This is an optimization exercise on Yosys and OpenROAD, whose aim is small area, a short achievable clock period and few clock cycles per item, not a production implementation. The RTL was checked by simulation tests, not by an equivalence proof against the original design.

==> design/flow/config.mk <==
export PLATFORM = sky130hd
export DESIGN_NAME = brute_force_matcher
export DESIGN_NICKNAME = brute_force_matcher
export VERILOG_FILES = /design/flow/design.v
export SDC_FILE = /design/flow/constraint.sdc
export NUM_CORES = 4
export LEC_CHECK = 0
export CAP_MARGIN = 20
export CORE_MARGIN = 2
export CORE_UTILIZATION = 40
export SLEW_MARGIN = 20
==> design/flow/constraint.sdc <==
create_clock -name core_clock -period 9.5 [get_ports {interface_clk}]
set_input_delay 1.9000 -clock core_clock [delete_from_list [all_inputs] [get_ports {interface_clk}]]
set_output_delay 1.9000 -clock core_clock [all_outputs]
set_load 0.01 [all_outputs]
==> design/flow/design.v <==
`timescale 1ns/1ns
module descriptor_dispatch #(
    parameter int NUM_ENGINES = 2,
    parameter int MODEL_DEPTH = 16
) (
    input  logic                   interface_clk,
    input  logic                   rst,
    input  logic                   i_load_valid,
    input  logic [72:0]            i_load_word,    
    input  logic [NUM_ENGINES-1:0] i_engine_busy,
    output logic                   o_load_ready,
    output logic                   o_wr_en,
    output logic [3:0]             o_wr_addr,
    output logic [63:0]            o_wr_desc,
    output logic [NUM_ENGINES-1:0] o_query_start,
    output logic [7:0]             o_query_id,
    output logic [63:0]            o_query_desc,
    output logic [4:0]             o_model_count
);
    localparam int PTR_WIDTH = (NUM_ENGINES > 1) ? $clog2(NUM_ENGINES) : 1;
    localparam logic [PTR_WIDTH-1:0] LAST_PTR = PTR_WIDTH'(NUM_ENGINES - 1);
    localparam logic [4:0] FULL_COUNT = 5'(MODEL_DEPTH);
    logic [PTR_WIDTH-1:0] engine_ptr;
    logic [4:0]           model_count;
    logic                 is_model;
    logic                 accept;
    assign is_model = ~i_load_word[72];
    assign o_load_ready = is_model ? ~|i_engine_busy : ~i_engine_busy[engine_ptr];
    assign accept       = i_load_valid & o_load_ready;
    assign o_wr_en   = accept & is_model & (model_count < FULL_COUNT);
    assign o_wr_addr = model_count[3:0];
    assign o_wr_desc = i_load_word[63:0];
    always_comb begin
        o_query_start = '0;
        if (accept && !is_model) begin
            o_query_start[engine_ptr] = 1'b1;
        end
    end
    assign o_query_id    = i_load_word[71:64];
    assign o_query_desc  = i_load_word[63:0];
    assign o_model_count = model_count;
    always_ff @(posedge interface_clk) begin
        if (rst) begin
            model_count <= '0;
            engine_ptr  <= '0;
        end else begin
            if (o_wr_en) begin
                model_count <= model_count + 1'b1;
            end
            if (accept && !is_model) begin
                if (engine_ptr == LAST_PTR) begin
                    engine_ptr <= '0;
                end else begin
                    engine_ptr <= engine_ptr + 1'b1;
                end
            end
        end
    end
endmodule
`timescale 1ns/1ns
module model_descriptor_memory #(
    parameter int MODEL_DEPTH = 16
) (
    input  logic        interface_clk,
    input  logic        i_wr_en,
    input  logic [3:0]  i_wr_addr,
    input  logic [63:0] i_wr_desc,
    input  logic [3:0]  i_rd_addr,
    output logic [63:0] o_rd_desc
);
    logic [63:0] mem [MODEL_DEPTH];
    always_ff @(posedge interface_clk) begin
        if (i_wr_en) begin
            mem[i_wr_addr] <= i_wr_desc;
        end
    end
    always_ff @(posedge interface_clk) begin
        o_rd_desc <= mem[i_rd_addr];
    end
endmodule
`timescale 1ns/1ns
module memory_read_arbiter #(
    parameter int NUM_ENGINES = 2
) (
    input  logic                     interface_clk,
    input  logic                     rst,
    input  logic [NUM_ENGINES-1:0]   i_req,
    input  logic [4*NUM_ENGINES-1:0] i_req_addr,    
    input  logic [63:0]              i_rd_desc,
    output logic [NUM_ENGINES-1:0]   o_ack,
    output logic [3:0]               o_rd_addr,
    output logic [63:0]              o_desc
);
    localparam int SEL_WIDTH = (NUM_ENGINES > 1) ? $clog2(NUM_ENGINES) : 1;
    localparam logic [SEL_WIDTH-1:0] LAST_SEL = SEL_WIDTH'(NUM_ENGINES - 1);
    localparam logic [1:0] IDLE    = 2'd0;
    localparam logic [1:0] READ    = 2'd1;
    localparam logic [1:0] ACK     = 2'd2;
    localparam logic [1:0] RELEASE = 2'd3;
    logic [1:0]           state;
    logic [SEL_WIDTH-1:0] grant_sel;
    logic [SEL_WIDTH-1:0] prio_ptr;
    logic [SEL_WIDTH-1:0] next_sel;
    logic                 next_found;
    logic [3:0]           rd_addr_q;
    always_comb begin : pick_next
        integer off;
        integer cand;
        next_sel   = '0;
        next_found = 1'b0;
        for (off = 0; off < NUM_ENGINES; off = off + 1) begin
            cand = prio_ptr + off;
            if (cand >= NUM_ENGINES) begin
                cand = cand - NUM_ENGINES;
            end
            if (!next_found && i_req[cand]) begin
                next_found = 1'b1;
                next_sel   = cand[SEL_WIDTH-1:0];
            end
        end
    end
    always_ff @(posedge interface_clk) begin
        if (rst) begin
            state     <= IDLE;
            grant_sel <= '0;
            prio_ptr  <= '0;
        end else begin
            case (state)
                IDLE: begin
                    if (next_found) begin
                        grant_sel <= next_sel;
                        prio_ptr  <= (next_sel == LAST_SEL) ? '0 : next_sel + 1'b1;
                        state     <= READ;
                    end
                end
                READ:    state <= ACK;
                ACK: begin
                    if (!i_req[grant_sel]) begin
                        state <= RELEASE;
                    end
                end
                RELEASE: state <= IDLE;
                default: state <= IDLE;
            endcase
        end
    end
    always_ff @(posedge interface_clk) begin
        if (state == IDLE && next_found) begin
            rd_addr_q <= i_req_addr[4*next_sel +: 4];
        end
    end
    always_comb begin
        o_ack = '0;
        if (state == ACK) begin
            o_ack[grant_sel] = 1'b1;
        end
    end
    assign o_rd_addr = rd_addr_q;
    assign o_desc    = i_rd_desc;
endmodule
`timescale 1ns/1ns
module match_engine (
    input  logic        interface_clk,
    input  logic        rst,
    input  logic        i_query_start,
    input  logic [7:0]  i_query_id,
    input  logic [63:0] i_query_desc,
    input  logic [4:0]  i_model_count,
    input  logic        i_ack,
    input  logic [63:0] i_desc,
    input  logic        i_match_ready,
    output logic        o_busy,
    output logic        o_req,
    output logic [3:0]  o_req_addr,
    output logic        o_match_valid,
    output logic [18:0] o_match         
);
    localparam logic [1:0] IDLE    = 2'd0;
    localparam logic [1:0] REQUEST = 2'd1;
    localparam logic [1:0] RELEASE = 2'd2;
    localparam logic [1:0] REPORT  = 2'd3;
    localparam logic [6:0] NO_MODEL_DIST = 7'h7f;
    logic [1:0]  state;
    logic [7:0]  query_id;
    logic [63:0] query_desc;
    logic [4:0]  model_count;
    logic [3:0]  model_addr;
    logic [3:0]  best_index;
    logic [6:0]  best_dist;
    logic [6:0]  cur_dist;
    logic        last_model;
    logic [63:0] diff;
    assign diff = query_desc ^ i_desc;
    always_comb begin : popcount
        integer k;
        cur_dist = '0;
        for (k = 0; k < 64; k = k + 1) begin
            cur_dist = cur_dist + {6'd0, diff[k]};
        end
    end
    assign last_model = (({1'b0, model_addr} + 5'd1) == model_count);
    always_ff @(posedge interface_clk) begin
        if (rst) begin
            state      <= IDLE;
            model_addr <= '0;
        end else begin
            case (state)
                IDLE: begin
                    if (i_query_start) begin
                        model_addr <= '0;
                        state      <= (i_model_count == '0) ? REPORT : REQUEST;
                    end
                end
                REQUEST: begin
                    if (i_ack) begin
                        state <= RELEASE;
                    end
                end
                RELEASE: begin
                    if (!i_ack) begin
                        if (last_model) begin
                            state <= REPORT;
                        end else begin
                            model_addr <= model_addr + 1'b1;
                            state      <= REQUEST;
                        end
                    end
                end
                REPORT: begin
                    if (i_match_ready) begin
                        state <= IDLE;
                    end
                end
                default: state <= IDLE;
            endcase
        end
    end
    always_ff @(posedge interface_clk) begin
        if (state == IDLE && i_query_start) begin
            query_id    <= i_query_id;
            query_desc  <= i_query_desc;
            model_count <= i_model_count;
            best_dist   <= NO_MODEL_DIST;
            best_index  <= '0;
        end else if (state == REQUEST && i_ack && cur_dist < best_dist) begin
            best_dist  <= cur_dist;
            best_index <= model_addr;
        end
    end
    assign o_busy        = (state != IDLE);
    assign o_req         = (state == REQUEST);
    assign o_req_addr    = model_addr;
    assign o_match_valid = (state == REPORT);
    assign o_match       = {query_id, best_index, best_dist};
endmodule
`timescale 1ns/1ns
module brute_force_matcher (
    input  logic        interface_clk,
    input  logic        rst,
    input  logic        i_load_valid,
    input  logic [72:0] i_load_word,     
    input  logic [1:0]  i_match_ready,
    output logic        o_load_ready,
    output logic [1:0]  o_match_valid,
    output logic [37:0] o_match          
);
    localparam int NUM_ENGINES = 2;
    localparam int MODEL_DEPTH = 16;
    logic                   wr_en;
    logic [3:0]             wr_addr;
    logic [63:0]            wr_desc;
    logic [NUM_ENGINES-1:0] query_start;
    logic [7:0]             query_id;
    logic [63:0]            query_desc;
    logic [4:0]             model_count;
    logic [NUM_ENGINES-1:0] engine_busy;
    logic [NUM_ENGINES-1:0]   req;
    logic [NUM_ENGINES-1:0]   ack;
    logic [4*NUM_ENGINES-1:0] req_addr;
    logic [3:0]               rd_addr;
    logic [63:0]              rd_desc;
    logic [63:0]              bus_desc;
    descriptor_dispatch #(
        .NUM_ENGINES (NUM_ENGINES),
        .MODEL_DEPTH (MODEL_DEPTH)
    ) u_dispatch (
        .interface_clk (interface_clk),
        .rst           (rst),
        .i_load_valid  (i_load_valid),
        .i_load_word   (i_load_word),
        .i_engine_busy (engine_busy),
        .o_load_ready  (o_load_ready),
        .o_wr_en       (wr_en),
        .o_wr_addr     (wr_addr),
        .o_wr_desc     (wr_desc),
        .o_query_start (query_start),
        .o_query_id    (query_id),
        .o_query_desc  (query_desc),
        .o_model_count (model_count)
    );
    model_descriptor_memory #(
        .MODEL_DEPTH (MODEL_DEPTH)
    ) u_memory (
        .interface_clk (interface_clk),
        .i_wr_en       (wr_en),
        .i_wr_addr     (wr_addr),
        .i_wr_desc     (wr_desc),
        .i_rd_addr     (rd_addr),
        .o_rd_desc     (rd_desc)
    );
    memory_read_arbiter #(
        .NUM_ENGINES (NUM_ENGINES)
    ) u_arbiter (
        .interface_clk (interface_clk),
        .rst           (rst),
        .i_req         (req),
        .i_req_addr    (req_addr),
        .i_rd_desc     (rd_desc),
        .o_ack         (ack),
        .o_rd_addr     (rd_addr),
        .o_desc        (bus_desc)
    );
    for (genvar i = 0; i < NUM_ENGINES; i++) begin : g_engine
        match_engine u_engine (
            .interface_clk (interface_clk),
            .rst           (rst),
            .i_query_start (query_start[i]),
            .i_query_id    (query_id),
            .i_query_desc  (query_desc),
            .i_model_count (model_count),
            .i_ack         (ack[i]),
            .i_desc        (bus_desc),
            .i_match_ready (i_match_ready[i]),
            .o_busy        (engine_busy[i]),
            .o_req         (req[i]),
            .o_req_addr    (req_addr[4*i +: 4]),
            .o_match_valid (o_match_valid[i]),
            .o_match       (o_match[19*i +: 19])
        );
    end
endmodule
==> design/flow/run.sh <==
#!/bin/bash
# synth_recipe.tcl (not shown) runs the flow's synth.tcl, then flattens the netlist and writes it again
# the make line also repeats each setting of config.mk as NAME=value (left out here)
make -C /OpenROAD-flow-scripts/flow DESIGN_CONFIG=/design/flow/config.mk WORK_HOME=/design/flow/orfs CLKGATE_MAP_FILE= SYNTH_SCRIPT=/design/flow/synth_recipe.tcl finish
==> out/qor.csv <==
stage,metric,value,unit
cts,cts_root_buf,clkbuf_16,
timing,fin_ws,0.612,ns
synthesis,yosys_warnings,4,
finish,layout-drive-gt1-share,0.215,
die,start_util,0.403,
cts,cts_made_buffers,134,
routing,drt-pass1-iter-count,5,
grt,grt_pass1_vias,24700,
timing,final.period_utilization,0.936,
grt,grt_usage,0.181,
synthesis,ys_seq_area_frac,0.732,
setup_path,cp_top_family,adder cells,
cts,ctsResizeCount,0,
synthesis,ys_async_sr_fraction,0,
setup_path,critPathMaxStageDelay,0.63,ns
synthesis,netlist_instances,2361,
die,die_w,363,µm
timing,period_needed,8.89,ns
die,io_pins,119,
synthesis,synth_simple_gate_area_frac,0.0121,
setup_path,r2r_end,g_engine[0].u_engine.best_dist[4]$_SDFFE_PP1P_,
synthesis,synthMuxAreaShare,0.144,
timing,setup_tns,0,ns
die,rows,131,
synthesis,synth.net_count,2601,
synthesis,synthTopCellsByArea,"edfxtp_1, mux4_2, dfxtp_1, fa_1, xnor2_1",
placement,place_congestion,0.828,
finish,syn_to_final_growth,14.6,%
cts,clkTransAtPathRegs,0.06,ns
setup_path,start_kind,flop,
routing,wl_per_cell,27.2,µm
setup_path,cp_num_buf_inv,3,
timing,worst_pin_slew,1.11,ns
timing,skew,0.0420,ns
synthesis,ys_types,56,
finish,finalNetCount,2801,
setup_path,critPathMostFrequentCell,fa_1,
synthesis,synth-seq-cells,1290,
hold_path,holdCritPathClass,flop to flop,
hold_path,hp-start,g_engine[1].u_engine.best_index[0]$_SDFFE_PP0P_,
routing,drt-total-wl,118,mm
synthesis,synth_top_family_by_area,multiplexers,
synthesis,synthAdderAreaFrac,0.0551,
synthesis,syn_area,51500,µm²
grt,grt_pass1_wl,171,mm
cts,holdBufCountCts,0,
routing,num_vias,23500,
routing,drtIter0Drc,2413,
grt,antenna_found_initial,6,
cts,clock_latency,0.75,ns
routing,avgViaCountPerCell,5.42,
timing,rsz0062_at_grt,no,
die,die_y,363,µm
setup_path,cp-end-kind,flop,
cts,htreeDepth,4,
setup_path,worstPathRequired,10.11,ns
hold_path,min_path_cells,2,
routing,drc,0,
synthesis,yosys.area.top_type_share,0.690,
timing,setup_viol,0,
die,core,128000,µm²
synthesis,yosys.area.top_type,edfxtp_1,
routing,ant_nets,0,
synthesis,synth-main-ff-cell,edfxtp_1,
timing,hold_viol_final,0,
setup_path,r2r_cells,26,
grt,overflow,0,
synthesis,synth_edf_count,1182,
job,drv_cap,0,
timing,relSlewSlack,0.257,
finish,mostFrequentLayoutCell,edfxtp_1,
placement,io_buffer_count,118,
status,status,"complete, no violations",
synthesis,avgSynthCellArea,21.8,µm²
cts,cts_num_sinks,1290,
setup_path,crit_slowest_cell,o21a_1,
placement,pre_cts_ws,0.655,ns
hold_path,hold_path_end,g_engine[1].u_engine.best_index[0]$_SDFFE_PP0P_,
setup_path,worstSetupPathType,flop to flop,
setup_path,cp_max_fo,17,
cts,clockBufferDepth,3,
cts,cts_tree,done,
cts,post_cts_buffers,0,
die,dieArea,132000,µm²
finish,final_cell_mix,"edfxtp_1, mux4_2, clkbuf_16",
timing,fmax,113,MHz
placement,hpwl,64.5,mm
setup_path,timing.rr.start,g_engine[0].u_engine.query_desc[0]$_DFFE_PP_,
synthesis,synth_compound_area_frac,0.0114,
grt,grt_max_degree,142,
synthesis,synthXorXnorAreaFrac,0.0254,
timing,slew_viol_final,0,
finish,fill_cells,10400,
setup_path,r2r_slack,0.61,ns
setup_path,critical_path_arrival,9.50,ns
==> tightest hold or removal path, delay by kind of cell (launching register included) <==
| family | cells | cell delay [ns] |
|---|---|---|
| mux | 1 | 0.07 |
| simple gates | 1 | 0.07 |
| flops | 1 | 0.33 |
==> per-stage QoR <==
step                      cell area, µm²  cells  utilization  hold slack, ns
after floorplan                    51500   2361            -           0.424
after global placement             54600   4086        0.428           0.478
after detailed placement           54600   4086        0.428           0.487
after CTS                          59000   4332        0.462           0.510
after global routing               59000   4333        0.462           0.539
final                              59000   4335        0.462           0.506
==> registers in the layout, summed over array words and instances, names as in the netlist <==
signal	cells
u_arbiter.grant_sel	1
u_memory.o_rd_desc	64
g_engine.u_engine.state	4
u_arbiter.prio_ptr	1
g_engine.u_engine.query_id	16
u_dispatch.model_count	5
u_arbiter.rd_addr_q	4
g_engine.u_engine.best_dist	14
u_memory.mem	1024
u_dispatch.engine_ptr	1
g_engine.u_engine.model_addr	8
u_arbiter.state	2
g_engine.u_engine.query_desc	128
g_engine.u_engine.model_count	10
g_engine.u_engine.best_index	8
==> logic make-up after synthesis <==
logic type / count (synthesis)
AO/OA/AOI/OAI: 83
XOR/XNOR: 149
adder cells (fa/ha/maj): 162
buffers and inverters: 215
flip-flops: 1290
multiplexers: 339
AND/OR/NAND/NOR: 123
==> synthesized netlist by cell type (all sizes together) (21+ instances only) <==
cell / count
ha: 54
inv: 124
fa: 108
dfxtp: 108
edfxtp: 1182
nor2: 43
buf: 51
mux4: 320
clkbuf: 39
nand2: 21
xnor2: 93
xor2: 56
==> worst max path at each step <==
stage | startpoint | end | slack [ns] | depth (start not counted)
2_1_floorplan | g_engine[0].u_engine.query_desc[0]$_DFFE_PP_ | g_engine[0].u_engine.best_index[2]$_SDFFE_PP0P_ | 1.59 | 28
3_3_place_gp | g_engine[0].u_engine.query_desc[0]$_DFFE_PP_ | g_engine[0].u_engine.best_dist[4]$_SDFFE_PP1P_ | 0.84 | 25
3_5_place_dp | g_engine[0].u_engine.query_desc[0]$_DFFE_PP_ | g_engine[0].u_engine.best_dist[4]$_SDFFE_PP1P_ | 0.65 | 26
4_1_cts | g_engine[0].u_engine.query_desc[0]$_DFFE_PP_ | g_engine[0].u_engine.best_dist[4]$_SDFFE_PP1P_ | 0.62 | 26
5_1_grt | g_engine[0].u_engine.query_desc[0]$_DFFE_PP_ | g_engine[0].u_engine.best_dist[4]$_SDFFE_PP1P_ | 0.11 | 26
6_report | g_engine[0].u_engine.query_desc[0]$_DFFE_PP_ | g_engine[0].u_engine.best_dist[4]$_SDFFE_PP1P_ | 0.61 | 26
==> metal layers <==
layer,GRT usage,share of wire
met5,0,0.00011
met4,0.0439,0.018
met3,0.0304,0.053
met2,0.303,0.50
met1,0.247,0.43
==> final cells by class <==
class                   instances  area, µm²  share of cell area
well taps                    1662       2080              0.0353
flip-flops and latches       1290      37700               0.639
inverters                     125        474             0.00804
clock inverters                59        589             0.00999
clock buffers                 187       3760              0.0637
diodes                          2       5.00           0.0000849
multi-input cells             856      12900               0.218
repair buffers                154       1550              0.0263
Testbench counts, summed over its fixed seeds: cycles 72,954, queries 1,024.

-- what the ideal ports hide --
Ports are ideal in the flow. The routed layout listed here was re-timed in OpenROAD.
Step 1: set_driving_cell puts a clkbuf_16 on interface_clk and a buf_2 on each other input, an assumption about the parent block.
Step 2 adds t to the input delays and takes it off the output delays; t is the mean of the earliest and latest rising clock arrival at the registers after step 1. Input paths then give back, and output paths get back, about the clock's delay inside the block.
a / b / c = no drivers / after step 1 / after step 2; a / b = the first two.
shift t [ns]: 0.809
slack for setup (ns): 0.612 / 0.612 / 0.612
latest minus earliest clock arrival (ns): 0.042 / 0.043
slew at the worst register clock pin (ns): 0.07 / 0.07
pins driven straight from the clock port: 1
After both steps setup and hold are still met in this run. The setup slack of this run moves by 0.000 ns with the drivers and by 0.000 ns with both steps.
